From an optimization exercise on the open Yosys and OpenROAD flow, aimed at small area, a short achievable clock period and few clock cycles per item; shortcuts taken in it are not production practice. RTL that was checked went through simulation tests only; none was proved equivalent to the original.

// muldiv_sequencer
module muldiv_sequencer #(
   parameter int WIDTH = 32
) (
   input  logic              clk,
   input  logic              rst,
   input  logic              op_valid,
   input  logic [1:0]        op_code,
   input  logic [WIDTH-1:0]  src_a,
   input  logic [WIDTH-1:0]  src_b,
   input  logic              flush,
   output logic              busy,
   output logic              res_valid,
   output logic [WIDTH-1:0]  res_hi,
   output logic [WIDTH-1:0]  res_lo
);
==> flow/config.mk <==
export PLATFORM = sky130hd
export DESIGN_NAME = muldiv_sequencer
export DESIGN_NICKNAME = muldiv_sequencer
export VERILOG_FILES = /design/flow/design.v
export SDC_FILE = /design/flow/constraint.sdc
export NUM_CORES = 4
export LEC_CHECK = 0
export CAP_MARGIN = 20
export CORE_MARGIN = 2
export CORE_UTILIZATION = 40
export CTS_BUF_LIST = sky130_fd_sc_hd__clkbuf_4 sky130_fd_sc_hd__clkbuf_8
export SETUP_SLACK_MARGIN = 5
export SLEW_MARGIN = 20
==> flow/constraint.sdc <==
create_clock -name core_clock -period 11.0 [get_ports {clk}]
set_input_delay 2.2000 -clock core_clock [delete_from_list [all_inputs] [get_ports {clk}]]
set_output_delay 2.2000 -clock core_clock [all_outputs]
set_load 0.01 [all_outputs]
standard.sh (not shown) runs the stock make flow with config.mk's settings and CLKGATE_MAP_FILE= SYNTH_SCRIPT=/design/flow/synth_recipe.tcl, a recipe that flattens the netlist after the stock synthesis.
==> flow/flow/run.sh <==
#!/bin/bash
# The standard layout (standard.sh: unchanged synthesis and steps), except that the
# buffers placed on the ports are plain buf_2 cells rather than the placer's default choice,
# and the timing repair aims 6.0 ns below the clock period.
set -euo pipefail
bash standard.sh "BUFFER_PORTS_ARGS=-buffer_cell sky130_fd_sc_hd__buf_2" SETUP_SLACK_MARGIN=6.0 finish > make.log 2>&1
Change:
--- a/flow/design.v
+++ b/flow/design.v
@@ -39,40 +39,43 @@
    wire [36:0] bxs = {bx, 1'b0};
    function automatic logic [2:0] bdec(input logic [2:0] t);    
       logic zero, two;
       zero = (t == 3'b000) | (t == 3'b111);
       two  = (t == 3'b100) | (t == 3'b011);
       bdec = {t[2] & ~zero, two, ~zero & ~two};
    endfunction
-   logic [31:0] sa_sfx;              
+   logic [7:0]  top_eq;              
    logic [8:0]  js_oh;               
    logic [3:0]  js;
    always_comb begin
       logic [8:0] oh;
-      sa_sfx[31] = 1'b1;
-      for (int t = 30; t >= 0; t--) sa_sfx[t] = sa_sfx[t+1] & (src_a[t] == src_a[31]);
-      oh[0] = sa_sfx[3];
-      for (int j = 1; j < 8; j++) oh[j] = sa_sfx[4*j+3] & ~sa_sfx[4*j-1];
-      oh[8] = ~sa_sfx[31];             
+      logic [30:0] below;
+      for (int j = 0; j < 8; j++) begin
+         below = (31'd1 << (4*j+3)) - 31'd1;         
+         top_eq[j] = src_a[31] ? &(src_a[30:0] | below) : ~|(src_a[30:0] & ~below);
+      end
+      oh[0] = top_eq[0];
+      for (int j = 1; j < 8; j++) oh[j] = top_eq[j] & ~top_eq[j-1];
+      oh[8] = 1'b0;                    
       js_oh = (~op_signed & src_a[31]) ? 9'b1_0000_0000 : oh;
       js = '0;
       for (int j = 0; j < 9; j++)
          if (js_oh[j]) js = js | j[3:0];
    end
-   logic [4:0] w_idle, w_run;
-   always_comb begin
-      w_idle = '0;
-      w_run  = '0;
+   logic [5:0] dw_idle;
+   logic [4:0] w_run;
+   always_comb begin
+      dw_idle = '0;
+      w_run   = '0;
       for (int k = 0; k < 9; k++) begin
-         w_idle = w_idle | ({5{js_oh[k]}} & bxs[4*k +: 5]);
+         dw_idle = dw_idle | ({6{js_oh[k]}} & {bdec(bxs[4*k+2 +: 3]), bdec(bxs[4*k +: 3])});
          if (cnt_q[3:0] == k + 1) w_run = bxs[4*k +: 5];
       end
    end
-   wire [4:0] wsel = idle ? w_idle : w_run;
-   wire [5:0] dw_sel = {bdec(wsel[4:2]), bdec(wsel[2:0])};
+   wire [5:0] dw_run = {bdec(w_run[4:2]), bdec(w_run[2:0])};
    function automatic logic [35:0] booth(input logic [2:0] c, input logic [32:0] a);
       logic [33:0] y;
       y     = ({34{c[0]}} & {a[32], a}) | ({34{c[1]}} & {a, 1'b0});
       y     = y ^ {34{c[2]}};
       booth = {c[2], y[33], y};
    endfunction
    wire [35:0]  bt1 = booth(bc_q[5:3], d_q);
@@ -120,24 +123,24 @@
             h_d      = src_a;
             d_d      = {op_signed & src_b[31], src_b};
             bc_d     = (op_signed & src_b[31]) ? B_ADD1 : B_SUB1;
             st_pre_d = accept;
          end else begin
             h_d      = '0;
             d_d      = {op_signed & src_b[31], src_b};
-            bc_d     = dw_sel;
+            bc_d     = dw_idle;
             cnt_d    = {1'b0, js};
             st_mul_d = accept;
          end
       end
       if (st_mul_q) begin
          h_d   = {hu[22:0], h_q[4:1], t[36:32]};
          l_d   = t[31:0];
          e_d   = t[38:37];
-         bc_d  = dw_sel;
+         bc_d  = dw_run;
          cnt_d = cnt_q - 5'd1;
          if (cnt_q == 5'd0) st_done_d = 1'b1;
          else               st_mul_d  = 1'b1;
       end
       if (st_pre_q) begin
          cnt_d = 5'd1;
          bc_d  = nb_q ? B_ADD4 : B_SUB4;
Critical path depth goes down by 1.
Global-route usage goes up by 0.20 points.
Hold slack is about the same.
Wire length goes up by a few percent.
Testbench counts after the change, summed over its fixed seeds: cycles 23,050, ops 2,400.
No functional check of the RTL was part of the first run of this note.

==> re-timing with driven ports <==
In the flow no input, the clock included, has a driving cell. The finished layouts below were timed again as built, in two steps.
Step 1 (the two cells are an assumption about what drives the block):
set clk [get_ports {clk}]
set_driving_cell -lib_cell sky130_fd_sc_hd__clkbuf_16 $clk
set_driving_cell -lib_cell sky130_fd_sc_hd__buf_2 [delete_from_list [all_inputs] $clk]
Step 2, shift: input delay + t, output delay - t, t = (earliest + latest rising clock arrival at the registers) / 2. This alone moves slack from input paths to output paths.
Three values: ideal ports, drivers, drivers and shift; two values: the first two.
run | t (ns) | setup slack, ns | worst setup path at the end | latest minus earliest clock arrival (ns)
the first run | 0.532 | 5.202 / 5.154 / 5.612 | input to register | 0.023 / 0.023
the second run | 0.497 | 5.851 / 5.808 / 5.744 | input to register | 0.016 / 0.016
After both steps setup and hold are still met in every run listed. For the second run, which loses most, drivers alone change the setup slack by -0.043 ns; drivers and shift together by -0.107 ns.
